What follows belongs to an exercise in optimizing a design on an open flow for small area; a production flow would make more cautious choices.
Only simulation tests tie the RTL to the original design; equivalence was not proved.
No activity file was given, so power comes from the tool's default toggle rates.

$ cat flow/flow/run.sh
#!/bin/bash
# The standard layout (standard.sh) with these changes:
#  - synthesis: the standard flow's script with flow/hooks.tcl added (read-port gate
#    modules mapped to cells; abc maps the ALU with the speed script and the
#    rest with flow/area.abc); flip-flop mapping is the standard flow's;
#  - smaller port buffers;
#  - a clock tree built without dummy loads.
# Each tool's full output goes to standard.log.
set -e
here=$(pwd)
export FLOW_FLOW_DIR=$here/flow
{ head -n 1 synth_recipe.tcl; cat flow/hooks.tcl; tail -n +2 synth_recipe.tcl; } > flow_synth.tcl
sed "s|SYNTH_SCRIPT=[^ ]*|SYNTH_SCRIPT=$here/flow_synth.tcl|" standard.sh > flow_standard.sh
bash flow_standard.sh \
  BUFFER_PORTS_ARGS="-buffer_cell sky130_fd_sc_hd__buf_2" \
  CTS_ARGS="-sink_clustering_enable -repair_clock_nets -dont_use_dummy_load -buf_list {sky130_fd_sc_hd__clkbuf_4 sky130_fd_sc_hd__clkbuf_8}" \
  finish > standard.log 2>&1
$ cat flow/flow/speed.abc
&get -n
&st
&dch
&nf
&st
&syn2
&if -g -K 6
&synch2
&nf
&st
&syn2
&if -g -K 6
&synch2
&nf
&st
&syn2
&if -g -K 6
&synch2
&nf
&st
&syn2
&if -g -K 6
&synch2
&nf
&st
&syn2
&if -g -K 6
&synch2
&nf
&put
buffer -c
topo
stime -c
upsize -c
dnsize -c
$ cat flow/constraint.sdc
create_clock -name core_clock -period 8.0 [get_ports {clock}]
set_input_delay 1.6000 -clock core_clock [delete_from_list [all_inputs] [get_ports {clock}]]
set_output_delay 1.6000 -clock core_clock [all_outputs]
set_load 0.01 [all_outputs]
$ cat flow/flow/hooks.tcl
# Additions to the standard flow's synthesis script. run.sh inserts this file after the
# first line of synth_recipe.tcl (the standard flow's synth wrapper), so both procs below
# wrap the commands that the rest of the standard flow's script calls.
set flow_dir $::env(FLOW_FLOW_DIR)

# The read ports are written in the RTL as small gate modules whose ports match
# library cells. Before the first synth call, their instances become those
# cells and the modules are dropped, so the read ports keep that structure.
rename synth synth_recipe
proc synth {args} {
  if { ![info exists ::gates_mapped] } {
    set ::gates_mapped 1
    foreach {mod cell} {
      rf_aoi222 sky130_fd_sc_hd__a222oi_1
      rf_aoi22  sky130_fd_sc_hd__a22oi_1
      rf_nand4  sky130_fd_sc_hd__nand4_1
      rf_nand3  sky130_fd_sc_hd__nand3_1
      rf_or3    sky130_fd_sc_hd__or3_1
    } {
      yosys chtype -map $mod $cell
      yosys delete $mod
    }
  }
  synth_recipe {*}$args
}

# abc maps the ALU (the input cone of the ALU outputs) with the speed script
# that the standard flow's flow uses, and the rest of the logic with an area script.
proc abc {args} {
  set i [lsearch $args -script]
  set speed [lreplace $args $i [expr {$i + 1}] -script $::flow_dir/speed.abc]
  set area [lreplace $args $i [expr {$i + 1}] -script $::flow_dir/area.abc]
  set top $::env(DESIGN_NAME)
  yosys select -set alu $top/o:alu_result $top/o:zero %u $top/o:overflow %u $top/o:alu_con %u %ci*
  yosys select -set rest $top/* @alu %d
  yosys abc {*}$speed @alu
  yosys abc {*}$area @rest
  yosys select -clear
}
$ cat flow/config.mk
export PLATFORM = sky130hd
export DESIGN_NAME = exec_datapath
export DESIGN_NICKNAME = exec_datapath
export VERILOG_FILES = /design/flow/design.v
export SDC_FILE = /design/flow/constraint.sdc
export NUM_CORES = 4
export LEC_CHECK = 0
export CAP_MARGIN = 20
export CORE_MARGIN = 2
export CORE_UTILIZATION = 45
export CTS_BUF_LIST = sky130_fd_sc_hd__clkbuf_4 sky130_fd_sc_hd__clkbuf_8
export SLEW_MARGIN = 20
$ cat flow/flow/area.abc
&get -n
&st
&syn2
&dch
&nf -a -R 1000
&put
$ cat flow/design.v
`default_nettype none
package exec_pkg;
  localparam int DATA_W = 32;
  localparam int ADDR_W = 5;
  localparam int NUM_REGS = 32;
  localparam logic [5:0] RTYPE = 6'b000000;
  localparam logic [5:0] J     = 6'b000010;
  localparam logic [5:0] BEQ   = 6'b000100;
  localparam logic [5:0] BNE   = 6'b000101;
  localparam logic [5:0] ADDI  = 6'b001000;
  localparam logic [5:0] ANDI  = 6'b001100;
  localparam logic [5:0] ORI   = 6'b001101;
  localparam logic [5:0] LW    = 6'b100011;
  localparam logic [5:0] SW    = 6'b101011;
  localparam logic [5:0] FN_ADD  = 6'b100000;
  localparam logic [5:0] FN_ADDU = 6'b100001;
  localparam logic [5:0] FN_SUB  = 6'b100010;
  localparam logic [5:0] FN_SUBU = 6'b100011;
  localparam logic [5:0] FN_AND  = 6'b100100;
  localparam logic [5:0] FN_OR   = 6'b100101;
  localparam logic [5:0] FN_XOR  = 6'b100110;
  localparam logic [5:0] FN_NOR  = 6'b100111;
  localparam logic [5:0] FN_SLT  = 6'b101010;
  localparam logic [5:0] FN_SLTU = 6'b101011;
  typedef enum logic [2:0] {
    ALU_AND  = 3'b000,
    ALU_OR   = 3'b001,
    ALU_ADD  = 3'b010,
    ALU_NOR  = 3'b011,
    ALU_XOR  = 3'b100,
    ALU_SLTU = 3'b101,
    ALU_SUB  = 3'b110,
    ALU_SLT  = 3'b111
  } alu_op_e;
endpackage
`default_nettype wire
`default_nettype none
import exec_pkg::*;
module reg_file
(
  input  logic              clock,
  input  logic              reset,
  input  logic              reg_write,
  input  logic [ADDR_W-1:0] write_reg,
  input  logic [DATA_W-1:0] write_data,
  input  logic [ADDR_W-1:0] read_reg1,
  input  logic [ADDR_W-1:0] read_reg2,
  output logic [DATA_W-1:0] read_data1,
  output logic [DATA_W-1:0] read_data2
);
  logic [NUM_REGS-1:1] w_we;
  logic [NUM_REGS-1:1] r_valid;
  logic              w_wr_en;
  logic              w_byp1;
  logic              w_byp2;
  assign w_wr_en = reg_write && (write_reg != '0);
  assign w_byp1 = w_wr_en && (write_reg == read_reg1);
  assign w_byp2 = w_wr_en && (write_reg == read_reg2);
  always_ff @(posedge clock or posedge reset) begin
    if (reset) begin
      r_valid <= '0;
    end else begin
      r_valid <= r_valid | w_we;
    end
  end
  logic [DATA_W-1:0] w_q [NUM_REGS];
  logic [NUM_REGS-1:0] w_sel1;
  logic [NUM_REGS-1:0] w_sel2;
  assign w_q[0]    = write_data;
  assign w_sel1[0] = w_byp1;
  assign w_sel2[0] = w_byp2;
  for (genvar i = 1; i < NUM_REGS; i++) begin : g_reg
    logic [DATA_W-1:0] r_data;
    assign w_we[i] = reg_write && (write_reg == ADDR_W'(i));
    always_ff @(posedge clock) begin
      if (w_we[i]) begin
        r_data <= write_data;
      end
    end
    assign w_q[i]    = r_data;
    assign w_sel1[i] = (read_reg1 == ADDR_W'(i)) && r_valid[i] && !w_byp1;
    assign w_sel2[i] = (read_reg2 == ADDR_W'(i)) && r_valid[i] && !w_byp2;
  end
  for (genvar b = 0; b < DATA_W; b++) begin : g_bit
    logic [NUM_REGS-1:0] w_col;
    for (genvar i = 0; i < NUM_REGS; i++) begin : g_col
      assign w_col[i] = w_q[i][b];
    end
    rf_read_bit u_rd1 (.d(w_col), .s(w_sel1), .y(read_data1[b]));
    rf_read_bit u_rd2 (.d(w_col), .s(w_sel2), .y(read_data2[b]));
  end
endmodule
module rf_read_bit
(
  input  logic [31:0] d,
  input  logic [31:0] s,
  output logic        y
);
  logic [10:0] w_n;
  logic [2:0]  w_o;
  for (genvar k = 0; k < 10; k++) begin : g_aoi
    rf_aoi222 u_aoi (
      .A1(d[3*k]),   .A2(s[3*k]),
      .B1(d[3*k+1]), .B2(s[3*k+1]),
      .C1(d[3*k+2]), .C2(s[3*k+2]),
      .Y(w_n[k])
    );
  end
  rf_aoi22  u_aoi_l (.A1(d[30]), .A2(s[30]), .B1(d[31]), .B2(s[31]), .Y(w_n[10]));
  rf_nand4  u_nd0 (.A(w_n[0]), .B(w_n[1]), .C(w_n[2]),  .D(w_n[3]), .Y(w_o[0]));
  rf_nand4  u_nd1 (.A(w_n[4]), .B(w_n[5]), .C(w_n[6]),  .D(w_n[7]), .Y(w_o[1]));
  rf_nand3  u_nd2 (.A(w_n[8]), .B(w_n[9]), .C(w_n[10]), .Y(w_o[2]));
  rf_or3    u_or  (.A(w_o[0]), .B(w_o[1]), .C(w_o[2]), .X(y));
endmodule
module rf_aoi222
(
  input  logic A1, A2, B1, B2, C1, C2,
  output logic Y
);
  assign Y = !((A1 && A2) || (B1 && B2) || (C1 && C2));
endmodule
module rf_aoi22
(
  input  logic A1, A2, B1, B2,
  output logic Y
);
  assign Y = !((A1 && A2) || (B1 && B2));
endmodule
module rf_nand4
(
  input  logic A, B, C, D,
  output logic Y
);
  assign Y = !(A && B && C && D);
endmodule
module rf_nand3
(
  input  logic A, B, C,
  output logic Y
);
  assign Y = !(A && B && C);
endmodule
module rf_or3
(
  input  logic A, B, C,
  output logic X
);
  assign X = A || B || C;
endmodule
`default_nettype wire
`default_nettype none
import exec_pkg::*;
module exec_datapath
(
  input  logic              clock,
  input  logic              reset,
  input  logic              reg_write,
  input  logic [ADDR_W-1:0] write_reg,
  input  logic [DATA_W-1:0] write_data,
  input  logic [ADDR_W-1:0] read_reg1,
  input  logic [ADDR_W-1:0] read_reg2,
  output logic [DATA_W-1:0] read_data1,
  output logic [DATA_W-1:0] read_data2,
  input  logic [5:0]        opcode,
  input  logic [5:0]        funct,
  input  logic [DATA_W-1:0] alu_a,
  input  logic [DATA_W-1:0] alu_b,
  output logic [2:0]        alu_con,
  output logic [DATA_W-1:0] alu_result,
  output logic              zero,
  output logic              overflow
);
  exec_pkg::alu_op_e w_alu_op;
  reg_file u_reg_file (
    .clock      (clock),
    .reset      (reset),
    .reg_write  (reg_write),
    .write_reg  (write_reg),
    .write_data (write_data),
    .read_reg1  (read_reg1),
    .read_reg2  (read_reg2),
    .read_data1 (read_data1),
    .read_data2 (read_data2)
  );
  always_comb begin
    w_alu_op = ALU_ADD;
    case (opcode)
      RTYPE: begin
        case (funct)
          FN_ADD, FN_ADDU: w_alu_op = ALU_ADD;
          FN_SUB, FN_SUBU: w_alu_op = ALU_SUB;
          FN_AND:          w_alu_op = ALU_AND;
          FN_OR:           w_alu_op = ALU_OR;
          FN_XOR:          w_alu_op = ALU_XOR;
          FN_NOR:          w_alu_op = ALU_NOR;
          FN_SLT:          w_alu_op = ALU_SLT;
          FN_SLTU:         w_alu_op = ALU_SLTU;
          default:         w_alu_op = ALU_ADD;
        endcase
      end
      ADDI:     w_alu_op = ALU_ADD;
      ANDI:     w_alu_op = ALU_AND;
      ORI:      w_alu_op = ALU_OR;
      LW, SW:   w_alu_op = ALU_ADD;
      BEQ, BNE: w_alu_op = ALU_SUB;
      J:        w_alu_op = ALU_ADD;
      default:  w_alu_op = ALU_ADD;
    endcase
  end
  assign alu_con = w_alu_op;
  logic              w_sub;
  logic [DATA_W-1:0] w_bx, w_p, w_g, w_t, w_c, w_sum;
  logic              w_cout, w_slt, w_sltu, w_ovf, w_zsum, w_zlog;
  logic [DATA_W-1:0] w_log;
  assign w_sub = (w_alu_op == ALU_SUB) || (w_alu_op == ALU_SLT) || (w_alu_op == ALU_SLTU);
  assign w_bx  = alu_b ^ {DATA_W{w_sub}};
  assign w_p   = alu_a ^ w_bx;
  assign w_g   = alu_a & w_bx;
  logic [DATA_W-1:0] gg [6];
  logic [DATA_W-1:0] pp [6];
  assign gg[0] = {w_g[DATA_W-1:1], w_g[0] | (w_p[0] & w_sub)};
  assign pp[0] = w_p;
  for (genvar l = 0; l < 5; l++) begin : g_pre
    for (genvar i = 0; i < DATA_W; i++) begin : g_bit
      if (((i >> l) & 1) == 1) begin : g_op
        localparam int SRC = ((i >> l) << l) - 1;
        assign gg[l+1][i] = gg[l][i] | (pp[l][i] & gg[l][SRC]);
        assign pp[l+1][i] = pp[l][i] & pp[l][SRC];
      end else begin : g_pass
        assign gg[l+1][i] = gg[l][i];
        assign pp[l+1][i] = pp[l][i];
      end
    end
  end
  assign w_c    = {gg[5][DATA_W-2:0], w_sub};
  assign w_cout = gg[5][DATA_W-1];
  assign w_sum  = w_p ^ w_c;
  assign w_ovf  = (alu_a[DATA_W-1] == w_bx[DATA_W-1]) &&
                  (w_sum[DATA_W-1] != alu_a[DATA_W-1]);
  assign w_slt  = w_sum[DATA_W-1] ^ w_ovf;
  assign w_sltu = !w_cout;
  assign w_t    = {alu_a[DATA_W-2:0] | w_bx[DATA_W-2:0], w_sub};
  assign w_zsum = (w_p == w_t);
  always_comb begin
    case (w_alu_op)
      ALU_AND: w_log = w_g;
      ALU_OR:  w_log = w_g | w_p;
      ALU_NOR: w_log = ~(w_g | w_p);
      default: w_log = w_p;
    endcase
  end
  assign w_zlog = (w_log == '0);
  always_comb begin
    case (w_alu_op)
      ALU_AND, ALU_OR, ALU_NOR, ALU_XOR: begin
        alu_result = w_log;
        overflow   = 1'b0;
        zero       = w_zlog;
      end
      ALU_SLT: begin
        alu_result = {{(DATA_W-1){1'b0}}, w_slt};
        overflow   = 1'b0;
        zero       = !w_slt;
      end
      ALU_SLTU: begin
        alu_result = {{(DATA_W-1){1'b0}}, w_sltu};
        overflow   = 1'b0;
        zero       = !w_sltu;
      end
      default: begin  
        alu_result = w_sum;
        overflow   = w_ovf;
        zero       = w_zsum;
      end
    endcase
  end
endmodule
`default_nettype wire
$ cat flow/standard.sh
#!/bin/bash
# synth_recipe.tcl (not shown) runs the flow's synth.tcl, then flattens the netlist and writes it again
# the make line also repeats each setting of config.mk as NAME=value (left out here)
make -C /OpenROAD-flow-scripts/flow DESIGN_CONFIG=/design/flow/config.mk WORK_HOME=/design/flow/orfs CLKGATE_MAP_FILE= SYNTH_SCRIPT=/design/flow/synth_recipe.tcl "${@:-finish}"
==> impl_metrics.json, run 1 <==
{
  "tritoncts": "yes",
  "status": "timing/DRC/antenna clean",
  "critPathMaxFanout": 20,
  "clock_tree.buffer_depth": 3,
  "globalRouteMet2Util": 0.508,
  "critical_path_arrival_ps": 6140,
  "critical_path.startpoint_type": "input port",
  "timing_max_transition_violations_final": 0,
  "cts_root_buf": "sky130_fd_sc_hd__clkbuf_8",
  "final_period_minus_worst_setup_slack_ps": 7740,
  "worst-endpoint-required_ps": 6400,
  "finClkSkew_ps": 0,
  "cap_viol_max_count": 0,
  "setup-violations-final": 0,
  "yosysSeqAreaShare": 0.677,
  "route.detailed.wl_per_inst_um": 40.3,
  "nNetsFinal": 3523,
  "powerDensity_nw_per_um2": 210,
  "swShare": 0.244,
  "busiest_layer": "met2",
  "min_from": "u_reg_file.r_valid[3]$_DFF_PP0_",
  "setup.worst_path.start": "opcode[0]",
  "drt_drc_violations_left": 0,
  "setup_total_negative_slack_ps": 0,
  "setup_bufs_post_cts": 0,
  "first_pass_iters": 14,
  "preCtsSetupSlack_ps": 311,
  "synth.avg_cell_area_um2": 15.8,
  "detailed_route_via_count": 36400,
  "clk-insertion-delay-late_ps": 810,
  "worstSetupEndpointType": "primary output",
  "finalHoldWorstSlack_ps": 495,
  "numPortBuffers": 226,
  "final_common_cell": "sky130_fd_sc_hd__edfxtp_1",
  "post_synth_inst_count": 2857,
  "tightestPinTransition_ps": 1140,
  "grt_setup_unrepaired": "false",
  "yosys_register_bits": 1023,
  "power_frac_clock": 0.338,
  "final.period_utilization": 0.967,
  "min-delay-path-class": "flop to flop",
  "post-synth-top-area-cell": "sky130_fd_sc_hd__edfxtp_1",
  "p_int_mw": 8.15,
  "wl_um": 185000,
  "detail_route.iter0.violations": 9697,
  "clk_sinks": 1023,
  "number_of_enable_type_register_cells_in_the_synthesized_netlist": 992,
  "path_clk_slew_ps": 60,
  "maximum_vdd_drop_mv": 0.154,
  "dominantRegCellSynth": "sky130_fd_sc_hd__edfxtp_1",
  "grtUsageMet1": 0.453,
  "die_area_um2": 103000,
  "ff_latch_area_um2": 30600,
  "timing_hold_violations_final": 0,
  "grt_start_max_net_pins": 38,
  "layout.cells.most_common_list": "sky130_fd_sc_hd__edfxtp_1 (992), sky130_fd_sc_hd__a222oi_1 (670), sky130_fd_sc_hd__buf_2 (226)",
  "synthDominantCellAreaShare": 0.660,
  "global_route.usage.met3": 0.133,
  "die_w_um": 321,
  "initial_utilization": 0.453,
  "p_comb_frac": 0.102,
  "antenna_found_initial": 21,
  "place_congestion": 0.964,
  "post_synthesis_cell_area_um2": 45200,
  "hpwlAfterDp_um": 114000,
  "netlist_top_cells_area": "sky130_fd_sc_hd__edfxtp_1 (66%), sky130_fd_sc_hd__a222oi_1 (15%), sky130_fd_sc_hd__ha_1 (2.5%)",
  "area_delta_synth_final_pct": 13.6,
  "power.net_switching_mw": 2.64,
  "synth-warning-count": 5,
  "final_critical_path_setup_slack_ps": 261,
  "num-fill-cells": 8178,
  "syn_nets": 3079,
  "core_region_area_um2": 99700,
  "h-tree-depth": 4,
  "r2r-start": "u_reg_file.r_valid[31]$_DFF_PP0_",
  "multi_input_area_um2": 13900,
  "overflow": 0,
  "power_leakage_nw": 17.5,
  "power.share.sequential": 0.560,
  "share_of_cells_above_drive_strength_1": 0.196,
  "chipHeight_um": 321,
  "grt.total_usage": 0.349,
  "via_count_of_the_first_global_routing_pass": 35600,
  "drt-vias-per-instance": 7.91,
  "fmax_mhz": 129,
  "placement_rows": 116,
  "ant_nets": 0,
  "boundaryPins": 227,
  "worst-setup-path-type": "input port to primary output",
  "cts_made_buffers": 164,
  "wire_length_of_the_first_global_routing_pass_um": 254000,
  "slew_headroom": 0.240,
  "ys_async_sr_fraction": 0.0303,
  "cell_variety_after_synth": 65
}
==> metrics by stage <==
step / power [mW] / area (um^2) / utilization / cells
after floorplan: 6.73 / 45200 / - / 2857
after global placement: 7.19 / 49000 / 0.492 / 4433
after detailed placement: 7.21 / 49000 / 0.492 / 4433
after CTS: 10.8 / 51300 / 0.514 / 4597
after global routing: 11.1 / 51300 / 0.515 / 4601
final: 10.8 / 51300 / 0.515 / 4606
==> critical path: stages <==
cell and delay (ps):
sky130_fd_sc_hd__buf_2 110, sky130_fd_sc_hd__nor2_1 140, sky130_fd_sc_hd__nand3b_1 170, sky130_fd_sc_hd__o31ai_1 300, sky130_fd_sc_hd__and2_1 190, sky130_fd_sc_hd__inv_1 80, sky130_fd_sc_hd__nor2_1 230, sky130_fd_sc_hd__nor2_4 110
sky130_fd_sc_hd__buf_4 270, sky130_fd_sc_hd__xor2_1 250, sky130_fd_sc_hd__inv_1 100, sky130_fd_sc_hd__ha_1 430, sky130_fd_sc_hd__and4_1 280, sky130_fd_sc_hd__nor2b_1 160, sky130_fd_sc_hd__o41a_1 280, sky130_fd_sc_hd__o21ai_0 140
sky130_fd_sc_hd__o21ai_0 360, sky130_fd_sc_hd__fa_1 480, sky130_fd_sc_hd__nand2_1 60, sky130_fd_sc_hd__o21ai_0 170, sky130_fd_sc_hd__buf_2 210
==> repair_timing <==
item,4_1_cts,5_1_grt
hold buffers,0,0
gates resized for setup,0,4
setup endpoints to repair,0,6
endpoints found under the hold margin,0,0
==> final cells by class <==
cell class	instances	area share
Timing Repair Buffer	375	0.0490
Antenna cell	9	0.000439
Sequential cell	1023	0.596
Clock buffer	164	0.0440
Tap cell	1298	0.0316
Inverter	111	0.00822
Multi-Input combinational cell	1626	0.271
==> path summary, 6_finish.rpt <==
path	to	slack [ps]	cells after the start
min in group asynchronous	u_reg_file.r_valid[4]$_DFF_PP0_	860	3
max in group asynchronous	u_reg_file.r_valid[17]$_DFF_PP0_	6800	3
worst min register to register	u_reg_file.r_valid[3]$_DFF_PP0_	500	1
worst min-delay path	u_reg_file.r_valid[3]$_DFF_PP0_	500	1
worst max register to register	u_reg_file.r_valid[31]$_DFF_PP0_	7230	1
worst max-delay path	alu_result[16]	260	21
==> per-layer routing <==
metal / up-vias / wire length [um]
met4: 14 / 10100
met3: 672 / 31400
li1: 13900 / -
met2: 3806 / 79500
met5: - / 88
met1: 18000 / 64300
==> cells in the mapped netlist (5+ instances only) <==
cell type and instances:
sky130_fd_sc_hd__a21o_1 5, sky130_fd_sc_hd__a21oi_1 20, sky130_fd_sc_hd__a222oi_1 670, sky130_fd_sc_hd__a22oi_1 66, sky130_fd_sc_hd__and2_1 32, sky130_fd_sc_hd__and3_1 62, sky130_fd_sc_hd__buf_4 68, sky130_fd_sc_hd__clkbuf_1 24
sky130_fd_sc_hd__dfrtp_1 31, sky130_fd_sc_hd__edfxtp_1 992, sky130_fd_sc_hd__fa_1 5, sky130_fd_sc_hd__ha_1 91, sky130_fd_sc_hd__inv_1 109, sky130_fd_sc_hd__mux2i_1 33, sky130_fd_sc_hd__nand2_1 23, sky130_fd_sc_hd__nand2b_1 5
sky130_fd_sc_hd__nand3_1 86, sky130_fd_sc_hd__nand4_1 145, sky130_fd_sc_hd__nor2_1 59, sky130_fd_sc_hd__nor2b_1 15, sky130_fd_sc_hd__nor3_1 14, sky130_fd_sc_hd__nor3b_1 6, sky130_fd_sc_hd__nor4_1 7, sky130_fd_sc_hd__o21ai_0 22
sky130_fd_sc_hd__o22ai_1 16, sky130_fd_sc_hd__o32ai_1 7, sky130_fd_sc_hd__or2_0 32, sky130_fd_sc_hd__or3_1 66, sky130_fd_sc_hd__xnor2_1 14, sky130_fd_sc_hd__xor2_1 73
==> kinds of logic after synthesis <==
family | Yosys count | synth area share
flops | 1023 | 0.677
compound gates | 841 | 0.175
simple gates | 569 | 0.0727
buf+inv | 208 | 0.0236
fa+ha+maj | 96 | 0.0274
xor+xnor | 87 | 0.0169
mux | 33 | 0.00732
==> power groups by stage <==
stage / Combinational [mW] / Clock [mW] / Sequential, mW
after CTS: 1.08 / 3.66 / 6.03
after global placement: 1.05 / 0 / 6.13
after global routing: 1.16 / 3.88 / 6.04
after floorplan: 0.607 / 0 / 6.12
final: 1.10 / 3.64 / 6.04
after detailed placement: 1.07 / 0 / 6.14
==> state kept, by name, indices dropped and copies added (netlist names) <==
signal,flops
u_reg_file.g.r_data,992
u_reg_file.r_valid,31
==> run 2, diff against run 1 <==
--- a/flow/design.v
+++ b/flow/design.v
@@ -99,48 +99,48 @@
   logic [10:0] w_n;
   logic [2:0]  w_o;
   for (genvar k = 0; k < 10; k++) begin : g_aoi
-    rf_aoi222 u_aoi (
+    gate_aoi222 u_aoi (
       .A1(d[3*k]),   .A2(s[3*k]),
       .B1(d[3*k+1]), .B2(s[3*k+1]),
       .C1(d[3*k+2]), .C2(s[3*k+2]),
       .Y(w_n[k])
     );
   end
-  rf_aoi22  u_aoi_l (.A1(d[30]), .A2(s[30]), .B1(d[31]), .B2(s[31]), .Y(w_n[10]));
-  rf_nand4  u_nd0 (.A(w_n[0]), .B(w_n[1]), .C(w_n[2]),  .D(w_n[3]), .Y(w_o[0]));
-  rf_nand4  u_nd1 (.A(w_n[4]), .B(w_n[5]), .C(w_n[6]),  .D(w_n[7]), .Y(w_o[1]));
-  rf_nand3  u_nd2 (.A(w_n[8]), .B(w_n[9]), .C(w_n[10]), .Y(w_o[2]));
-  rf_or3    u_or  (.A(w_o[0]), .B(w_o[1]), .C(w_o[2]), .X(y));
-endmodule
-module rf_aoi222
+  gate_aoi22  u_aoi_l (.A1(d[30]), .A2(s[30]), .B1(d[31]), .B2(s[31]), .Y(w_n[10]));
+  gate_nand4  u_nd0 (.A(w_n[0]), .B(w_n[1]), .C(w_n[2]),  .D(w_n[3]), .Y(w_o[0]));
+  gate_nand4  u_nd1 (.A(w_n[4]), .B(w_n[5]), .C(w_n[6]),  .D(w_n[7]), .Y(w_o[1]));
+  gate_nand3  u_nd2 (.A(w_n[8]), .B(w_n[9]), .C(w_n[10]), .Y(w_o[2]));
+  gate_or3    u_or  (.A(w_o[0]), .B(w_o[1]), .C(w_o[2]), .X(y));
+endmodule
+module gate_aoi222
 (
   input  logic A1, A2, B1, B2, C1, C2,
   output logic Y
 );
   assign Y = !((A1 && A2) || (B1 && B2) || (C1 && C2));
 endmodule
-module rf_aoi22
+module gate_aoi22
 (
   input  logic A1, A2, B1, B2,
   output logic Y
 );
   assign Y = !((A1 && A2) || (B1 && B2));
 endmodule
-module rf_nand4
+module gate_nand4
 (
   input  logic A, B, C, D,
   output logic Y
 );
   assign Y = !(A && B && C && D);
 endmodule
-module rf_nand3
+module gate_nand3
 (
   input  logic A, B, C,
   output logic Y
 );
   assign Y = !(A && B && C);
 endmodule
-module rf_or3
+module gate_or3
 (
   input  logic A, B, C,
   output logic X
@@ -218,14 +218,19 @@
   assign w_g   = alu_a & w_bx;
   logic [DATA_W-1:0] gg [6];
   logic [DATA_W-1:0] pp [6];
-  assign gg[0] = {w_g[DATA_W-1:1], w_g[0] | (w_p[0] & w_sub)};
+  gate_ao21 u_cin (.A1(w_p[0]), .A2(w_sub), .B1(w_g[0]), .X(gg[0][0]));
+  assign gg[0][DATA_W-1:1] = w_g[DATA_W-1:1];
   assign pp[0] = w_p;
   for (genvar l = 0; l < 5; l++) begin : g_pre
     for (genvar i = 0; i < DATA_W; i++) begin : g_bit
       if (((i >> l) & 1) == 1) begin : g_op
         localparam int SRC = ((i >> l) << l) - 1;
-        assign gg[l+1][i] = gg[l][i] | (pp[l][i] & gg[l][SRC]);
-        assign pp[l+1][i] = pp[l][i] & pp[l][SRC];
+        gate_ao21 u_g (.A1(pp[l][i]), .A2(gg[l][SRC]), .B1(gg[l][i]), .X(gg[l+1][i]));
+        if (((i >> (l + 1)) != 0) && ((i >> (l + 1)) != (i >> 5))) begin : g_p
+          gate_and2 u_p (.A(pp[l][i]), .B(pp[l][SRC]), .X(pp[l+1][i]));
+        end else begin : g_nop
+          assign pp[l+1][i] = 1'b0;  
+        end
       end else begin : g_pass
         assign gg[l+1][i] = gg[l][i];
         assign pp[l+1][i] = pp[l][i];
@@ -275,4 +280,18 @@
     endcase
   end
 endmodule
+module gate_ao21
+(
+  input  logic A1, A2, B1,
+  output logic X
+);
+  assign X = (A1 && A2) || B1;
+endmodule
+module gate_and2
+(
+  input  logic A, B,
+  output logic X
+);
+  assign X = A && B;
+endmodule
 `default_nettype wire
--- a/flow/flow/run.sh
+++ b/flow/flow/run.sh
@@ -1,8 +1,8 @@
 #!/bin/bash
 # The standard layout (standard.sh) with these changes:
-#  - synthesis: the standard flow's script with flow/hooks.tcl added (read-port gate
-#    modules mapped to cells; abc maps the ALU with the speed script and the
-#    rest with flow/area.abc); flip-flop mapping is the standard flow's;
+#  - synthesis: the standard flow's script with flow/hooks.tcl added (the RTL's gate
+#    modules mapped to cells; abc maps the rest with flow/area.abc);
+#    flip-flop mapping is the standard flow's;
 #  - smaller port buffers;
 #  - a clock tree built without dummy loads.
 # Each tool's full output goes to standard.log.
==> flow/flow/hooks.tcl (replaced) <==
# Additions to the standard flow's synthesis script. run.sh inserts this file after the
# first line of synth_recipe.tcl (the standard flow's synth wrapper), so both procs below
# wrap the commands that the rest of the standard flow's script calls.
set flow_dir $::env(FLOW_FLOW_DIR)

# The read ports are written in the RTL as small gate modules whose ports match
# library cells. Before the first synth call, their instances become those
# cells and the modules are dropped, so the read ports keep that structure.
rename synth synth_recipe
proc synth {args} {
  if { ![info exists ::gates_mapped] } {
    set ::gates_mapped 1
    foreach {mod cell} {
      gate_aoi222 sky130_fd_sc_hd__a222oi_1
      gate_aoi22  sky130_fd_sc_hd__a22oi_1
      gate_nand4  sky130_fd_sc_hd__nand4_1
      gate_nand3  sky130_fd_sc_hd__nand3_1
      gate_or3    sky130_fd_sc_hd__or3_1
      gate_ao21   sky130_fd_sc_hd__a21o_1
      gate_and2   sky130_fd_sc_hd__and2_1
    } {
      yosys chtype -map $mod $cell
      yosys delete $mod
    }
  }
  synth_recipe {*}$args
}

# abc maps the logic with an area script (flow/area.abc) in place of the
# speed script; the prefix adder and the read ports are already cells.
proc abc {args} {
  set i [lsearch $args -script]
  yosys abc {*}[lreplace $args $i [expr {$i + 1}] -script $::flow_dir/area.abc]
}
removed: flow/flow/speed.abc
==> run 2 against run 1 <==
Hold slack got worse by 5.5 ps. Register-to-register slack barely moved. Final cell count fell by 2.0%. Design area fell by 2.0%. Die area fell by 0.90%. Clock skew did not move. Critical endpoint is now alu_result[0].
==> impl_metrics.json, run 2 <==
{
  "met2WireLength_um": 77800,
  "path_clk_slew_ps": 60,
  "final_common_cell": "sky130_fd_sc_hd__edfxtp_1",
  "initial_utilization": 0.455,
  "drt-met1-wl_um": 60500,
  "hpwlAfterDp_um": 98400,
  "fmax_mhz": 131,
  "dominantRegCellSynth": "sky130_fd_sc_hd__edfxtp_1",
  "ant_nets": 0,
  "setup.worst_path.start": "opcode[1]",
  "synth-warning-count": 7,
  "h-tree-depth": 4,
  "nNetsFinal": 3410,
  "critPathMaxFanout": 17,
  "final_critical_path_setup_slack_ps": 361,
  "worst-endpoint-required_ps": 6400,
  "detail_route.iter0.violations": 9161,
  "largestRegisters": "u_reg_file.g.r_data (992), u_reg_file.r_valid (31)",
  "reg2reg_slack_ps": 7240,
  "cts_made_buffers": 163,
  "share_of_cells_above_drive_strength_1": 0.174,
  "die_w_um": 319,
  "antenna_found_initial": 13,
  "final_period_minus_worst_setup_slack_ps": 7640,
  "clock_tree.buffer_depth": 3,
  "worstRegToRegCells": 1,
  "synthDominantCellAreaShare": 0.666,
  "setup-violations-final": 0,
  "detailed_route_via_count": 35400,
  "core_region_area_um2": 98400,
  "route.detailed.wl_per_inst_um": 39.1,
  "powerDensity_nw_per_um2": 215,
  "place_congestion": 0.964,
  "timing_hold_violations_final": 0,
  "layout.cells.most_common_list": "sky130_fd_sc_hd__edfxtp_1 (992), sky130_fd_sc_hd__a222oi_1 (640), sky130_fd_sc_hd__buf_2 (226)",
  "cts_root_buf": "sky130_fd_sc_hd__clkbuf_8",
  "drt_drc_violations_left": 0,
  "slew_headroom": 0.106,
  "post-synth-top-area-cell": "sky130_fd_sc_hd__edfxtp_1",
  "tritoncts": "yes",
  "area_delta_synth_final_pct": 12.3,
  "boundaryPins": 227,
  "grt_start_max_net_pins": 37,
  "numPortBuffers": 226,
  "clk-insertion-delay-late_ps": 810,
  "cell_with_the_most_instances_after_synthesis": "sky130_fd_sc_hd__edfxtp_1",
  "via_count_of_the_first_global_routing_pass": 35000,
  "wire_length_of_the_first_global_routing_pass_um": 243000,
  "grt.total_usage": 0.332,
  "worst-setup-path-type": "input port to primary output",
  "min-delay-path-class": "flop to flop",
  "grt_setup_unrepaired": "false",
  "timing_max_transition_violations_final": 0,
  "setup_bufs_post_cts": 0,
  "synth.avg_cell_area_um2": 15.8,
  "critical_path_arrival_ps": 6040,
  "clk_sinks": 1023,
  "tightestPinTransition_ps": 1340,
  "wl_um": 177000,
  "syn_nets": 3017,
  "placement_rows": 115,
  "chipHeight_um": 319,
  "fin_total_pwr_mw": 10.8,
  "power_leakage_nw": 16.6,
  "netlist_top_cells_area": "sky130_fd_sc_hd__edfxtp_1 (67%), sky130_fd_sc_hd__a222oi_1 (14%), sky130_fd_sc_hd__xnor2_1 (2.2%)",
  "finClkSkew_ps": 0,
  "yosys_register_bits": 1023,
  "worstSetupEndpointType": "primary output",
  "worst_setup_path_endpoint": "alu_result[0]",
  "synth_top_cells_by_count": "sky130_fd_sc_hd__edfxtp_1 (992), sky130_fd_sc_hd__a222oi_1 (640), sky130_fd_sc_hd__nand4_1 (140)",
  "status": "timing/DRC/antenna clean",
  "finalHoldWorstSlack_ps": 490,
  "cell_variety_after_synth": 41,
  "overflow": 0,
  "drt-vias-per-instance": 7.84,
  "preCtsSetupSlack_ps": 201,
  "first_pass_iters": 14,
  "top_signal_layer_used": "met5",
  "route.met3.wl_um": 27700,
  "layout.core_utilization": 0.511,
  "largest-register": "u_reg_file.g.r_data",
  "final.period_utilization": 0.955,
  "post_synthesis_cell_area_um2": 44700,
  "die_area_um2": 102000,
  "largest_register_ffs": 992,
  "num-fill-cells": 8281,
  "post_synth_inst_count": 2826,
  "ys_async_sr_fraction": 0.0303,
  "yosysSeqAreaShare": 0.683,
  "cap_viol_max_count": 0,
  "maximum_vdd_drop_mv": 0.152,
  "r2r-start": "u_reg_file.r_valid[14]$_DFF_PP0_",
  "number_of_enable_type_register_cells_in_the_synthesized_netlist": 992,
  "r2r-end": "u_reg_file.r_valid[14]$_DFF_PP0_",
  "critical_path.startpoint_type": "input port"
}
==> run 2: worst min path at each step <==
stage | startpoint | end | slack (ps) | depth (start not counted)
2_1_floorplan | u_reg_file.r_valid[10]$_DFF_PP0_ | u_reg_file.r_valid[10]$_DFF_PP0_ | 450 | 1
3_3_place_gp | u_reg_file.r_valid[6]$_DFF_PP0_ | u_reg_file.r_valid[6]$_DFF_PP0_ | 470 | 1
3_5_place_dp | u_reg_file.r_valid[12]$_DFF_PP0_ | u_reg_file.r_valid[12]$_DFF_PP0_ | 470 | 1
4_1_cts | u_reg_file.r_valid[12]$_DFF_PP0_ | u_reg_file.r_valid[12]$_DFF_PP0_ | 490 | 1
5_1_grt | u_reg_file.r_valid[11]$_DFF_PP0_ | u_reg_file.r_valid[11]$_DFF_PP0_ | 520 | 1
6_report | u_reg_file.r_valid[15]$_DFF_PP0_ | u_reg_file.r_valid[15]$_DFF_PP0_ | 490 | 1
==> run 2: metal layers <==
| layer | up-vias | global-route usage |
|---|---|---|
| met5 | - | 0 |
| met4 | 10 | 0.193 |
| met3 | 666 | 0.117 |
| met2 | 3490 | 0.499 |
| met1 | 17500 | 0.416 |
| li1 | 13700 | - |
==> run 2: kinds of logic after synthesis <==
family	synth area share
DFF	0.683
AOI/OAI and AO/OA	0.185
muxes	0.000224
buffers and inverters	0.0168
adders and majority gates	0.0182
xor gates and xnor gates	0.0247
and+or+nand+nor	0.0721
==> run 2: where the power goes <==
part	switching, mW	internal (mW)	total [mW]
Combinational	0.742	0.392	1.13
Clock	1.84	1.79	3.63
Sequential	0.0539	5.98	6.04
==> run 2: critical path, cell delays in order <==
cell and delay [ps]:
sky130_fd_sc_hd__buf_2 100, sky130_fd_sc_hd__nor3_2 270, sky130_fd_sc_hd__nand3b_1 190, sky130_fd_sc_hd__nor4b_2 310
sky130_fd_sc_hd__buf_4 180, sky130_fd_sc_hd__a31oi_4 90, sky130_fd_sc_hd__clkinv_1 110, sky130_fd_sc_hd__o21ai_4 90
sky130_fd_sc_hd__buf_6 160, sky130_fd_sc_hd__xnor2_2 200, sky130_fd_sc_hd__clkinv_1 90, sky130_fd_sc_hd__ha_1 310
sky130_fd_sc_hd__a21o_1 210, sky130_fd_sc_hd__a21o_1 200, sky130_fd_sc_hd__a21o_1 240, sky130_fd_sc_hd__a21o_4 280
sky130_fd_sc_hd__a21o_4 300, sky130_fd_sc_hd__a21o_1 220, sky130_fd_sc_hd__nand2_1 60, sky130_fd_sc_hd__o21ai_1 70
sky130_fd_sc_hd__mux2i_1 140, sky130_fd_sc_hd__nand2_1 70, sky130_fd_sc_hd__nand2_1 170, sky130_fd_sc_hd__a31oi_1 70
sky130_fd_sc_hd__a21oi_2 140, sky130_fd_sc_hd__buf_2 150
==> run 2: repair_timing <==
action	in CTS	in global routing
resized for setup	0	4
endpoints found under the setup margin	0	2
hold buffers	0	0
==> run 2: cell type report <==
| cell class | count | area (um^2) | area share |
|---|---|---|---|
| Sequential cell | 1023 | 30600 | 0.608 |
| Timing Repair Buffer | 292 | 1670 | 0.0332 |
| Multi-Input combinational cell | 1667 | 13900 | 0.276 |
| Clock buffer | 163 | 2240 | 0.0446 |
| Antenna cell | 11 | 27.5 | 0.000548 |
| Inverter | 72 | 283 | 0.00563 |
| Tap cell | 1287 | 1610 | 0.0320 |
==> run 2: through the flow <==
step           instances  instance area (um^2)  TNS, ps
5_1_grt             4508                 50200        0
3_5_place_dp        4338                 47900        0
6_report            4515                 50300        0
4_1_cts             4501                 50100        0
3_3_place_gp        4338                 47900        0
2_1_floorplan       2826                 44800   -14050
==> run 3, diff against run 2 <==
--- a/flow/design.v
+++ b/flow/design.v
@@ -209,13 +209,14 @@
   end
   assign alu_con = w_alu_op;
   logic              w_sub;
-  logic [DATA_W-1:0] w_bx, w_p, w_g, w_t, w_c, w_sum;
+  logic [DATA_W-1:0] w_bx, w_p, w_g, w_c, w_sum;
   logic              w_cout, w_slt, w_sltu, w_ovf, w_zsum, w_zlog;
   logic [DATA_W-1:0] w_log;
   assign w_sub = (w_alu_op == ALU_SUB) || (w_alu_op == ALU_SLT) || (w_alu_op == ALU_SLTU);
-  assign w_bx  = alu_b ^ {DATA_W{w_sub}};
-  assign w_p   = alu_a ^ w_bx;
-  assign w_g   = alu_a & w_bx;
+  for (genvar i = 0; i < DATA_W; i++) begin : g_pg
+    gate_xor2 u_bx (.A(alu_b[i]), .B(w_sub), .X(w_bx[i]));
+    gate_ha   u_pg (.A(alu_a[i]), .B(w_bx[i]), .SUM(w_p[i]), .COUT(w_g[i]));
+  end
   logic [DATA_W-1:0] gg [6];
   logic [DATA_W-1:0] pp [6];
   gate_ao21 u_cin (.A1(w_p[0]), .A2(w_sub), .B1(w_g[0]), .X(gg[0][0]));
@@ -239,13 +240,14 @@
   end
   assign w_c    = {gg[5][DATA_W-2:0], w_sub};
   assign w_cout = gg[5][DATA_W-1];
-  assign w_sum  = w_p ^ w_c;
+  for (genvar i = 0; i < DATA_W; i++) begin : g_sum
+    gate_xor2 u_s (.A(w_p[i]), .B(w_c[i]), .X(w_sum[i]));
+  end
   assign w_ovf  = (alu_a[DATA_W-1] == w_bx[DATA_W-1]) &&
                   (w_sum[DATA_W-1] != alu_a[DATA_W-1]);
   assign w_slt  = w_sum[DATA_W-1] ^ w_ovf;
   assign w_sltu = !w_cout;
-  assign w_t    = {alu_a[DATA_W-2:0] | w_bx[DATA_W-2:0], w_sub};
-  assign w_zsum = (w_p == w_t);
+  assign w_zsum = (w_sum == '0);
   always_comb begin
     case (w_alu_op)
       ALU_AND: w_log = w_g;
@@ -287,6 +289,21 @@
 );
   assign X = (A1 && A2) || B1;
 endmodule
+module gate_xor2
+(
+  input  logic A, B,
+  output logic X
+);
+  assign X = A ^ B;
+endmodule
+module gate_ha
+(
+  input  logic A, B,
+  output logic SUM, COUT
+);
+  assign SUM  = A ^ B;
+  assign COUT = A && B;
+endmodule
 module gate_and2
 (
   input  logic A, B,
==> flow/flow/run.sh (replaced) <==
#!/bin/bash
# The standard layout (standard.sh) with these changes:
#  - synthesis: the standard flow's script with flow/hooks.tcl added (the RTL's gate
#    modules mapped to cells; abc maps the rest with flow/area.abc);
#    flip-flop mapping is the standard flow's;
#  - smaller port buffers;
#  - a clock tree built without dummy loads, with sinks clustered by
#    CTS_CLUSTER_SIZE and CTS_CLUSTER_DIAMETER;
# Each tool's full output goes to standard.log.
set -e
here=$(pwd)
export FLOW_FLOW_DIR=$here/flow
{ head -n 1 synth_recipe.tcl; cat flow/hooks.tcl; tail -n +2 synth_recipe.tcl; } > flow_synth.tcl
sed "s|SYNTH_SCRIPT=[^ ]*|SYNTH_SCRIPT=$here/flow_synth.tcl|" standard.sh > flow_standard.sh
bash flow_standard.sh \
  BUFFER_PORTS_ARGS="-buffer_cell sky130_fd_sc_hd__buf_1" \
  CTS_ARGS="-sink_clustering_enable -repair_clock_nets -dont_use_dummy_load -buf_list {sky130_fd_sc_hd__clkbuf_4 sky130_fd_sc_hd__clkbuf_8} -sink_clustering_size 12 -sink_clustering_max_diameter 50" \
  finish > standard.log 2>&1
--- a/flow/flow/hooks.tcl
+++ b/flow/flow/hooks.tcl
@@ -18,6 +18,8 @@
       gate_or3    sky130_fd_sc_hd__or3_1
       gate_ao21   sky130_fd_sc_hd__a21o_1
       gate_and2   sky130_fd_sc_hd__and2_1
+      gate_xor2   sky130_fd_sc_hd__xor2_1
+      gate_ha     sky130_fd_sc_hd__ha_1
     } {
       yosys chtype -map $mod $cell
       yosys delete $mod
--- a/flow/config.mk
+++ b/flow/config.mk
@@ -9,4 +9,6 @@
 export CORE_MARGIN = 2
 export CORE_UTILIZATION = 45
 export CTS_BUF_LIST = sky130_fd_sc_hd__clkbuf_4 sky130_fd_sc_hd__clkbuf_8
+export CTS_CLUSTER_DIAMETER = 50
+export CTS_CLUSTER_SIZE = 12
 export SLEW_MARGIN = 20
==> run 3 against run 2 <==
Largest power group unchanged. Setup slack got worse by 63 ps. Core utilization fell by 0.074 points. Clock power fell by 22%. Critical path depth fell by 6. Design area fell by 2.0%. Combinational power barely moved. Synthesized cell count fell by 4.6%. Still clean on timing, DRC and antenna. Hold slack got worse by 1.9 ps. Critical path type unchanged.
==> impl_metrics.json, run 3 <==
{
  "placed_cell_area_um2": 47700,
  "cap_viol_max_count": 0,
  "grt.total_usage": 0.329,
  "dominantRegCellSynth": "sky130_fd_sc_hd__edfxtp_1",
  "crit_chain": "buf_1, nor2b_2, a32o_1, a21oi_2, nor3_4, a21oi_4, xor2_1, ha_1, a21o_1, a21o_1, a21o_1, a21o_1, a21o_4, a21o_1, xor2_1, nor4_1, nand4_1, or4_1, a21oi_1, buf_1",
  "min-delay-path-class": "flop to flop",
  "placement_rows": 114,
  "tritoncts": "yes",
  "multi_input_area_um2": 13100,
  "syn_nets": 2855,
  "worst-setup-path-type": "input port to primary output",
  "power.net_switching_mw": 2.51,
  "grt_start_max_net_pins": 35,
  "finalHoldWorstSlack_ps": 488,
  "first_pass_iters": 14,
  "clk_sinks": 1023,
  "h-tree-depth": 3,
  "instances_no_fill": 4442,
  "wire_length_of_the_first_global_routing_pass_um": 235000,
  "fmax_mhz": 130,
  "cell_variety_after_synth": 38,
  "numPortBuffers": 226,
  "ff_latch_area_um2": 30600,
  "final_common_cell": "sky130_fd_sc_hd__edfxtp_1",
  "initial_utilization": 0.453,
  "synth.avg_cell_area_um2": 16.2,
  "cts_root_buf": "sky130_fd_sc_hd__clkbuf_8",
  "critPathMaxFanout": 17,
  "worst_hold_path.endpoint": "u_reg_file.r_valid[15]$_DFF_PP0_",
  "via_count_of_the_first_global_routing_pass": 33400,
  "largest_register_ffs": 992,
  "final.period_utilization": 0.963,
  "drt_drc_violations_left": 0,
  "cell_with_the_most_instances_after_synthesis": "sky130_fd_sc_hd__edfxtp_1",
  "p_comb_frac": 0.111,
  "timing_hold_violations_final": 0,
  "hpwlAfterDp_um": 102000,
  "netlist_top_cells_area": "sky130_fd_sc_hd__edfxtp_1 (68%), sky130_fd_sc_hd__a222oi_1 (15%), sky130_fd_sc_hd__nand4_1 (2.0%)",
  "chipHeight_um": 316,
  "critical_path_arrival_ps": 6100,
  "nNetsFinal": 3322,
  "power.share.sequential": 0.604,
  "power_leakage_nw": 16.1,
  "die_area_um2": 99800,
  "place_congestion": 0.931,
  "tightestPinTransition_ps": 1230,
  "crit_path_frequent_cell": "sky130_fd_sc_hd__a21o_1",
  "ant_nets": 0,
  "die_w_um": 316,
  "finClkSkew_ps": 0,
  "critical_path.startpoint_type": "input port",
  "layout.cells.most_common_list": "sky130_fd_sc_hd__edfxtp_1 (992), sky130_fd_sc_hd__a222oi_1 (655), sky130_fd_sc_hd__buf_1 (225)",
  "num-fill-cells": 8032,
  "boundaryPins": 227,
  "largest-register": "u_reg_file.g.r_data",
  "share_of_cells_above_drive_strength_1": 0.123,
  "yosysSeqAreaShare": 0.698,
  "reg2reg_slack_ps": 7230,
  "min_from": "u_reg_file.r_valid[15]$_DFF_PP0_",
  "post-place-cells": 4332,
  "powerDensity_nw_per_um2": 202,
  "synthDominantCellAreaShare": 0.681,
  "r2r-start": "u_reg_file.r_valid[14]$_DFF_PP0_",
  "r2r-end": "u_reg_file.r_valid[14]$_DFF_PP0_",
  "postCtsHoldBufs": 0,
  "post_synthesis_cell_area_um2": 43800,
  "cts_made_buffers": 103,
  "detail_route.iter0.violations": 8923,
  "worst-endpoint-required_ps": 6400,
  "post_synth_inst_count": 2697,
  "clock_tree.buffer_depth": 3,
  "timing_max_transition_violations_final": 0,
  "drt-vias-per-instance": 7.81,
  "post-synth-top-area-cell": "sky130_fd_sc_hd__edfxtp_1",
  "maximum_vdd_drop_mv": 0.145,
  "worstSetupEndpointType": "primary output",
  "clk-insertion-delay-late_ps": 760,
  "grt_setup_unrepaired": "false",
  "worstRegToRegCells": 1,
  "area_delta_synth_final_pct": 12.5,
  "route.detailed.wl_per_inst_um": 38.5,
  "core_region_area_um2": 96600,
  "detailed_route_via_count": 34700,
  "status": "timing/DRC/antenna clean",
  "setup-violations-final": 0,
  "antenna_found_initial": 14,
  "slew_headroom": 0.178,
  "overflow": 0,
  "cp_slowest_stage_delay_ps": 440,
  "finish.instance_area_um2": 49200,
  "final_period_minus_worst_setup_slack_ps": 7700,
  "yosys_register_bits": 1023,
  "path_clk_slew_ps": 90,
  "swShare": 0.252,
  "p_int_mw": 7.46,
  "power_frac_clock": 0.284,
  "holdPathStages": 1,
  "synth-warning-count": 7,
  "ys_async_sr_fraction": 0.0303,
  "synth_top_cells_by_count": "sky130_fd_sc_hd__edfxtp_1 (992), sky130_fd_sc_hd__a222oi_1 (655), sky130_fd_sc_hd__nand4_1 (138)",
  "wl_um": 171000,
  "critPathSlowestCell": "sky130_fd_sc_hd__or4_1",
  "number_of_enable_type_register_cells_in_the_synthesized_netlist": 992,
  "largestRegisters": "u_reg_file.g.r_data (992), u_reg_file.r_valid (31)"
}
-- run 3: cell count changes in the layout (fill, tap and decap cells not counted), moves of 16 or more --
cell,before,now
sky130_fd_sc_hd__buf_4,61,183
sky130_fd_sc_hd__buf_2,226,0
sky130_fd_sc_hd__o31ai_1,0,16
sky130_fd_sc_hd__xnor2_1,113,7
sky130_fd_sc_hd__and3_2,52,36
sky130_fd_sc_hd__buf_1,0,225
sky130_fd_sc_hd__clkbuf_8,163,103
sky130_fd_sc_hd__o22ai_1,32,0
sky130_fd_sc_hd__clkinv_1,71,4
sky130_fd_sc_hd__a22oi_1,96,64
sky130_fd_sc_hd__ha_1,65,32
sky130_fd_sc_hd__and3_1,9,27
sky130_fd_sc_hd__xor2_1,12,67
-- run 3: worst max-delay path by stage --
| stage | to | cells past startpoint | startpoint |
|---|---|---|---|
| after floorplan | zero | 18 | opcode[1] |
| after global placement | zero | 20 | opcode[1] |
| after detailed placement | zero | 20 | opcode[1] |
| after CTS | zero | 20 | opcode[1] |
| after global routing | zero | 20 | opcode[1] |
| final | zero | 20 | funct[1] |
-- run 3: cells by family after synthesis --
logic type | share of synthesized area
buf+inv | 0.0113
flops | 0.698
xor+xnor | 0.0148
compound gates | 0.189
mux | 0.000257
simple gates | 0.0775
fa+ha+maj | 0.00915
-- run 3: through the flow --
stage	setup slack (ps)	setup TNS, ps	total power [mW]	utilization
finish	297	0	9.96	0.510
global route	21.2	0	10.2	0.510
CTS	46.5	0	9.92	0.509
detailed placement	-36.2	-36.2	7.20	0.494
global placement	72.3	0	7.17	0.494
floorplan	27.5	0	6.73	-
-- run 3: repair_timing --
item                                    in CTS  in global routing
pin swaps                                    0                  1
cloned                                       0                  1
hold endpoints to repair                     0                  0
endpoints found under the setup margin       1                  2
buffers inserted                             0                  1
gates resized for setup                      1                 15
-- run 3: power by group through the flow --
stage          clock [mW]  combinational (mW)  sequential [mW]
5_1_grt              3.02                1.16             6.03
6_report             2.83                1.11             6.02
2_1_floorplan           0               0.611             6.12
3_5_place_dp            0                1.06             6.14
3_3_place_gp            0                1.04             6.13
4_1_cts              2.84                1.07             6.02
-- run 3: layout make-up --
type	instances	share of cell area
clock buffers	103	0.0288
multi-input cells	1606	0.266
diodes	4	0.000203
inverters	4	0.000305
repair buffers	426	0.0521
well taps	1276	0.0324
flip-flops and latches	1023	0.621
-- run 3: routing by layer --
layer | up-vias | track usage | part of all wire
met3 | 576 | 0.0809 | 0.14
met2 | 3335 | 0.519 | 0.45
met4 | 8 | 0.160 | 0.052
met5 | - | 0 | 0.00033
met1 | 17200 | 0.428 | 0.35
li1 | 13500 | - | -
-- run 3: worst max-delay path, delay by kind of cell --
kind                     cells  cell delay, ps
AO/OA/AOI/OAI               10            2380
AND/OR/NAND/NOR              5            1180
XOR/XNOR                     2             370
buffers and inverters        2             280
adder cells (fa/ha/maj)      1             280
==> run 4, diff against run 3 <==
--- a/flow/flow/run.sh
+++ b/flow/flow/run.sh
@@ -14,5 +14,5 @@
 sed "s|SYNTH_SCRIPT=[^ ]*|SYNTH_SCRIPT=$here/flow_synth.tcl|" standard.sh > flow_standard.sh
 bash flow_standard.sh \
   BUFFER_PORTS_ARGS="-buffer_cell sky130_fd_sc_hd__buf_1" \
-  CTS_ARGS="-sink_clustering_enable -repair_clock_nets -dont_use_dummy_load -buf_list {sky130_fd_sc_hd__clkbuf_4 sky130_fd_sc_hd__clkbuf_8} -sink_clustering_size 12 -sink_clustering_max_diameter 50" \
+  CTS_ARGS="-sink_clustering_enable -repair_clock_nets -dont_use_dummy_load -buf_list {sky130_fd_sc_hd__clkbuf_4 sky130_fd_sc_hd__clkbuf_8} -sink_clustering_size 16 -sink_clustering_max_diameter 60" \
   finish > standard.log 2>&1
--- a/flow/config.mk
+++ b/flow/config.mk
@@ -9,6 +9,6 @@
 export CORE_MARGIN = 2
 export CORE_UTILIZATION = 45
 export CTS_BUF_LIST = sky130_fd_sc_hd__clkbuf_4 sky130_fd_sc_hd__clkbuf_8
-export CTS_CLUSTER_DIAMETER = 50
-export CTS_CLUSTER_SIZE = 12
+export CTS_CLUSTER_DIAMETER = 60
+export CTS_CLUSTER_SIZE = 16
 export SLEW_MARGIN = 20
==> run 4 against run 3 <==
Global-route usage is 0.074 points lower. Clock power down 13%. Flip-flop and latch count unchanged. First-iteration DRC count shrank 4.1%. Setup slack better by 0.51 ps. Sequential share of layout area is 0.51 points higher. Count of clock-buffer cells in the layout down 28.
==> impl_metrics.json, run 4 <==
{
  "worstSetupEndpointType": "primary output",
  "p_int_mw": 7.16,
  "finish.instance_area_um2": 48800,
  "grt.total_usage": 0.328,
  "timing_max_transition_violations_final": 0,
  "drt-met1-wl_um": 59800,
  "cap_viol_max_count": 0,
  "post_synthesis_cell_area_um2": 43800,
  "post_synth_inst_count": 2697,
  "wire_length_of_the_first_global_routing_pass_um": 234000,
  "finClkSkew_ps": 0,
  "synth.avg_cell_area_um2": 16.2,
  "grt_start_max_net_pins": 35,
  "final.period_utilization": 0.963,
  "cell_with_the_most_instances_after_synthesis": "sky130_fd_sc_hd__edfxtp_1",
  "critical_path_arrival_ps": 6100,
  "final_critical_path_setup_slack_ps": 298,
  "timing_hold_violations_final": 0,
  "chipHeight_um": 316,
  "fraction_of_the_mapped_netlist_area_in_adder_cells": 0.00915,
  "place_congestion": 0.931,
  "power.share.sequential": 0.627,
  "placement_rows": 114,
  "synthDominantCellAreaShare": 0.681,
  "largestRegisters": "u_reg_file.g.r_data (992), u_reg_file.r_valid (31)",
  "swShare": 0.254,
  "synth-warning-count": 7,
  "ant_nets": 0,
  "largest-register": "u_reg_file.g.r_data",
  "syn_nets": 2855,
  "post-synth-top-area-cell": "sky130_fd_sc_hd__edfxtp_1",
  "share_of_cells_above_drive_strength_1": 0.115,
  "detail_route.iter0.violations": 8560,
  "holdPathStages": 1,
  "maximum_vdd_drop_mv": 0.163,
  "synth_top_family_by_area": "compound AO/OA/AOI/OAI gates",
  "first_pass_iters": 13,
  "yosysSeqAreaShare": 0.698,
  "tightestPinTransition_ps": 1250,
  "clk_sinks": 1023,
  "antenna_found_initial": 9,
  "route.met3.wl_um": 25000,
  "initial_utilization": 0.453,
  "grt_setup_unrepaired": "false",
  "critical_path.startpoint_type": "input port",
  "netlist_top_cells_area": "sky130_fd_sc_hd__edfxtp_1 (68%), sky130_fd_sc_hd__a222oi_1 (15%), sky130_fd_sc_hd__nand4_1 (2.0%)",
  "numPortBuffers": 226,
  "p_comb_frac": 0.116,
  "preCtsSetupSlack_ps": -36.2,
  "critPathMaxFanout": 17,
  "synth_xor_area_frac": 0.0148,
  "yosys_register_bits": 1023,
  "final_common_cell": "sky130_fd_sc_hd__edfxtp_1",
  "route.detailed.wl_per_inst_um": 38.6,
  "cts_root_buf": "sky130_fd_sc_hd__clkbuf_8",
  "slew_headroom": 0.165,
  "die_area_um2": 99800,
  "number_of_enable_type_register_cells_in_the_synthesized_netlist": 992,
  "met2WireLength_um": 77400,
  "fmax_mhz": 130,
  "power_frac_clock": 0.257,
  "largest_register_ffs": 992,
  "hpwlAfterDp_um": 102000,
  "worstRegToRegCells": 1,
  "placed_cell_area_um2": 47700,
  "die_w_um": 316,
  "area_delta_synth_final_pct": 11.6,
  "cts_made_buffers": 75,
  "via_count_of_the_first_global_routing_pass": 33100,
  "clock_tree.buffer_depth": 3,
  "top_signal_layer_used": "met5",
  "instances_no_fill": 4415,
  "status": "timing/DRC/antenna clean",
  "setup-violations-final": 0,
  "setup_total_negative_slack_ps": 0,
  "clk-insertion-delay-late_ps": 750,
  "power.net_switching_mw": 2.43,
  "worst-setup-path-type": "input port to primary output",
  "powerDensity_nw_per_um2": 196,
  "path_clk_slew_ps": 100,
  "layout.core_utilization": 0.506,
  "layout.cells.most_common_list": "sky130_fd_sc_hd__edfxtp_1 (992), sky130_fd_sc_hd__a222oi_1 (655), sky130_fd_sc_hd__buf_1 (225)",
  "h-tree-depth": 3,
  "synth_top_cells_by_count": "sky130_fd_sc_hd__edfxtp_1 (992), sky130_fd_sc_hd__a222oi_1 (655), sky130_fd_sc_hd__nand4_1 (138)",
  "power_leakage_nw": 15.9,
  "drt-vias-per-instance": 7.79,
  "tritoncts": "yes",
  "postCtsHoldBufs": 0,
  "core_region_area_um2": 96600,
  "boundaryPins": 227,
  "final_period_minus_worst_setup_slack_ps": 7700,
  "fin_total_pwr_mw": 9.59,
  "post_synth_mux_area_share": 0.000257,
  "nNetsFinal": 3293,
  "drt_drc_violations_left": 0,
  "detailed_route_via_count": 34400,
  "wl_um": 170000,
  "synth_compound_gate_area_share": 0.189,
  "worst-endpoint-required_ps": 6400,
  "dominantRegCellSynth": "sky130_fd_sc_hd__edfxtp_1",
  "finalHoldWorstSlack_ps": 496,
  "ys_async_sr_fraction": 0.0303,
  "overflow": 0,
  "post-place-cells": 4332,
  "cell_variety_after_synth": 38,
  "min-delay-path-class": "flop to flop",
  "synth_simple_gate_area_frac": 0.0775
}
-- run 4: cell counts after synthesis --
No cell type changed its count.
-- run 4: cells by family after synthesis --
logic type | count (synthesis)
compound gates | 896
flops | 1023
fa+ha+maj | 32
simple gates | 603
buf+inv | 68
xor+xnor | 74
mux | 1
-- run 4: layout make-up --
type	count	area (um^2)
Timing Repair Buffer	425	2540
Antenna cell	6	15.0
Inverter	4	15.0
Clock buffer	75	1030
Sequential cell	1023	30600
Tap cell	1276	1600
Multi-Input combinational cell	1606	13100
Fill cell	8048	47700
-- run 4: per-layer routing --
layer,up-vias,GRT usage
li1,13500,-
met1,17100,0.432
met2,3251,0.519
met3,553,0.0791
met4,8,0.148
met5,-,0
-- run 4: repair_timing --
action | CTS | global route
buffers inserted | 0 | 1
endpoints found under the setup margin | 1 | 2
pin swaps | 0 | 1
resized for setup | 1 | 15
gates cloned | 0 | 1
-- run 4: power groups by stage --
stage	clock (mW)	combinational, mW	sequential (mW)
floorplan	0	0.611	6.12
global placement	0	1.04	6.13
detailed placement	0	1.06	6.14
CTS	2.47	1.07	6.01
global route	2.66	1.16	6.03
finish	2.47	1.11	6.02
-- run 4: worst max-delay path: stages --
cell                      delay, ps
sky130_fd_sc_hd__buf_1          110
sky130_fd_sc_hd__nor2b_2        180
sky130_fd_sc_hd__a32o_1         270
sky130_fd_sc_hd__a21oi_2        180
sky130_fd_sc_hd__nor3_4          60
sky130_fd_sc_hd__a21oi_4        220
sky130_fd_sc_hd__xor2_1         220
sky130_fd_sc_hd__ha_1           280
sky130_fd_sc_hd__a21o_1         190
sky130_fd_sc_hd__a21o_1         250
sky130_fd_sc_hd__a21o_1         280
sky130_fd_sc_hd__a21o_1         280
sky130_fd_sc_hd__a21o_4         320
sky130_fd_sc_hd__a21o_1         210
sky130_fd_sc_hd__xor2_1         150
sky130_fd_sc_hd__nor4_1         300
sky130_fd_sc_hd__nand4_1        200
sky130_fd_sc_hd__or4_1          440
sky130_fd_sc_hd__a21oi_1        180
sky130_fd_sc_hd__buf_1          170
-- run 4: final timing paths --
kind,end,slack [ps],start
max,zero,300,funct[1]
min,u_reg_file.r_valid[15]$_DFF_PP0_,500,u_reg_file.r_valid[15]$_DFF_PP0_
max reg2reg,u_reg_file.r_valid[14]$_DFF_PP0_,7220,u_reg_file.r_valid[14]$_DFF_PP0_
min reg2reg,u_reg_file.r_valid[15]$_DFF_PP0_,500,u_reg_file.r_valid[15]$_DFF_PP0_
max in group asynchronous,u_reg_file.r_valid[18]$_DFF_PP0_,6680,reset
min in group asynchronous,u_reg_file.r_valid[8]$_DFF_PP0_,990,reset
==> run 5, diff against run 4 <==
==> flow/config.mk (replaced) <==
export PLATFORM = sky130hd
export DESIGN_NAME = exec_datapath
export DESIGN_NICKNAME = exec_datapath
export VERILOG_FILES = /design/flow/design.v
export SDC_FILE = /design/flow/constraint.sdc
export NUM_CORES = 4
export LEC_CHECK = 0
export CAP_MARGIN = 10
export CORE_MARGIN = 2
export CORE_UTILIZATION = 50
export CTS_BUF_LIST = sky130_fd_sc_hd__clkbuf_4 sky130_fd_sc_hd__clkbuf_8
export CTS_CLUSTER_DIAMETER = 60
export CTS_CLUSTER_SIZE = 16
export SLEW_MARGIN = 10
==> run 5 against run 4 <==
Sequential power about the same. Clock power increased by 3%. Combinational power decreased by 4%. Critical path depth increased by 1. Register-to-register slack about the same. Largest cell class unchanged. Highest routed layer unchanged.
==> impl_metrics.json, run 5 <==
{
  "overflow": 0,
  "synth-warning-count": 7,
  "fmax_mhz": 127,
  "finalHoldWorstSlack_ps": 499,
  "slew_headroom": 0.0487,
  "worstRegToRegCells": 1,
  "cp_slowest_stage_delay_ps": 440,
  "final_period_minus_worst_setup_slack_ps": 7860,
  "reg2reg_slack_ps": 7230,
  "post_synth_inst_count": 2697,
  "place_congestion": 0.926,
  "ys_async_sr_fraction": 0.0303,
  "drt_drc_violations_left": 0,
  "finClkSkew_ps": 0,
  "critPathBufInv": 4,
  "setup_total_negative_slack_ps": 0,
  "yosysSeqAreaShare": 0.698,
  "setup-violations-final": 0,
  "wire_length_of_the_first_global_routing_pass_um": 239000,
  "nNetsFinal": 3283,
  "chipHeight_um": 300,
  "die_w_um": 300,
  "critical_path_depth": 21,
  "detailed_route_via_count": 35100,
  "status": "timing/DRC/antenna clean",
  "netlist_top_cells_area": "sky130_fd_sc_hd__edfxtp_1 (68%), sky130_fd_sc_hd__a222oi_1 (15%), sky130_fd_sc_hd__nand4_1 (2.0%)",
  "synth.avg_cell_area_um2": 16.2,
  "timing_max_transition_violations_final": 0,
  "maximum_vdd_drop_mv": 0.138,
  "tritoncts": "yes",
  "largest-register": "u_reg_file.g.r_data",
  "r2r-end": "u_reg_file.r_valid[8]$_DFF_PP0_",
  "wl_um": 172000,
  "synthDominantCellAreaShare": 0.681,
  "first_pass_iters": 13,
  "cell_variety_after_synth": 38,
  "powerDensity_nw_per_um2": 198,
  "die_area_um2": 89900,
  "setup.worst_path.start": "funct[1]",
  "min-delay-path-class": "flop to flop",
  "ant_nets": 0,
  "cap_viol_max_count": 0,
  "grt.total_usage": 0.371,
  "worstSetupEndpointType": "primary output",
  "layout.cells.most_common_list": "sky130_fd_sc_hd__edfxtp_1 (992), sky130_fd_sc_hd__a222oi_1 (655), sky130_fd_sc_hd__buf_1 (226)",
  "critical_path.startpoint_type": "input port",
  "r2r-start": "u_reg_file.r_valid[8]$_DFF_PP0_",
  "fin_total_pwr_mw": 9.63,
  "initial_utilization": 0.504,
  "critPathMaxFanout": 17,
  "timing_hold_violations_final": 0,
  "worst-endpoint-required_ps": 6400,
  "synth_top_cells_by_count": "sky130_fd_sc_hd__edfxtp_1 (992), sky130_fd_sc_hd__a222oi_1 (655), sky130_fd_sc_hd__nand4_1 (138)",
  "path_clk_slew_ps": 80,
  "route.detailed.wl_per_inst_um": 40.2,
  "holdPathStages": 1,
  "hpwlAfterDp_um": 103000,
  "postCtsHoldBufs": 0,
  "worst-setup-path-type": "input port to primary output",
  "dominantRegCellSynth": "sky130_fd_sc_hd__edfxtp_1",
  "post_synthesis_cell_area_um2": 43800,
  "yosys_register_bits": 1023,
  "tightestPinTransition_ps": 1430,
  "largest_register_ffs": 992,
  "boundaryPins": 227,
  "detail_route.iter0.violations": 9476,
  "grt_start_max_net_pins": 34,
  "number_of_enable_type_register_cells_in_the_synthesized_netlist": 992,
  "cts_root_buf": "sky130_fd_sc_hd__clkbuf_8",
  "share_of_cells_above_drive_strength_1": 0.118,
  "cts_made_buffers": 82
}
==> run 5: worst min path at each step <==
| stage | start | endpoint |
|---|---|---|
| detailed placement | u_reg_file.r_valid[26]$_DFF_PP0_ | u_reg_file.r_valid[26]$_DFF_PP0_ |
| global route | u_reg_file.r_valid[16]$_DFF_PP0_ | u_reg_file.r_valid[16]$_DFF_PP0_ |
| floorplan | u_reg_file.r_valid[10]$_DFF_PP0_ | u_reg_file.r_valid[10]$_DFF_PP0_ |
| CTS | u_reg_file.r_valid[26]$_DFF_PP0_ | u_reg_file.r_valid[26]$_DFF_PP0_ |
| finish | u_reg_file.r_valid[26]$_DFF_PP0_ | u_reg_file.r_valid[26]$_DFF_PP0_ |
| global placement | u_reg_file.r_valid[17]$_DFF_PP0_ | u_reg_file.r_valid[17]$_DFF_PP0_ |
==> run 5: cell type report <==
cell class              instances  area [um^2]
well taps                    1155         1450
clock buffers                  82         1130
diodes                         10         25.0
flip-flops and latches       1023        30600
multi-input cells            1606        13100
inverters                       4         15.0
fillers                      6950        38200
repair buffers                408         2280
==> run 5: through the flow <==
stage,util,cells,cell area [um^2],setup slack (ps)
after floorplan,-,2697,43800,27.5
after global placement,0.545,4194,47300,121
after detailed placement,0.545,4194,47300,55.6
after CTS,0.558,4276,48400,24.9
after global routing,0.560,4279,48500,-45.1
final,0.560,4288,48600,138
==> run 5: kinds of logic (layout without fill, tap and decap cells) <==
logic type | after synthesis | after routing | synth area share
other cells | 0 | 10 | 0
mux | 1 | 1 | 0.000257
compound gates | 896 | 896 | 0.189
xor+xnor | 74 | 74 | 0.0148
buf+inv | 68 | 494 | 0.0113
simple gates | 603 | 603 | 0.0775
flops | 1023 | 1023 | 0.698
fa+ha+maj | 32 | 32 | 0.00915
==> run 5: what timing repair did <==
action,4_1_cts,5_1_grt
endpoints found under the setup margin,0,2
resized for setup,0,13
buffers inserted,0,2
==> run 5: routing by layer <==
| metal | part of all wire | GRT usage | routed length, um |
|---|---|---|---|
| met4 | 0.057 | 0.182 | 9780 |
| met1 | 0.35 | 0.502 | 59800 |
| met5 | 0.000075 | 0.00212 | 13 |
| met3 | 0.16 | 0.113 | 27800 |
| met2 | 0.44 | 0.548 | 75100 |
==> run 5: where the power goes <==
group          total, mW  internal, mW  switching (mW)
Combinational       1.07         0.344           0.722
Sequential          6.02          5.97          0.0563
Clock               2.54         0.917            1.62

Re-timed with assumed drivers on the ports (clkbuf_16 on the clock, buf_2 on other inputs), run 5 has 0.117 ns of setup slack against 0.138 ns with ideal ports, and 0.117 ns once port delays also move by the mid clock arrival of 0.765 ns.
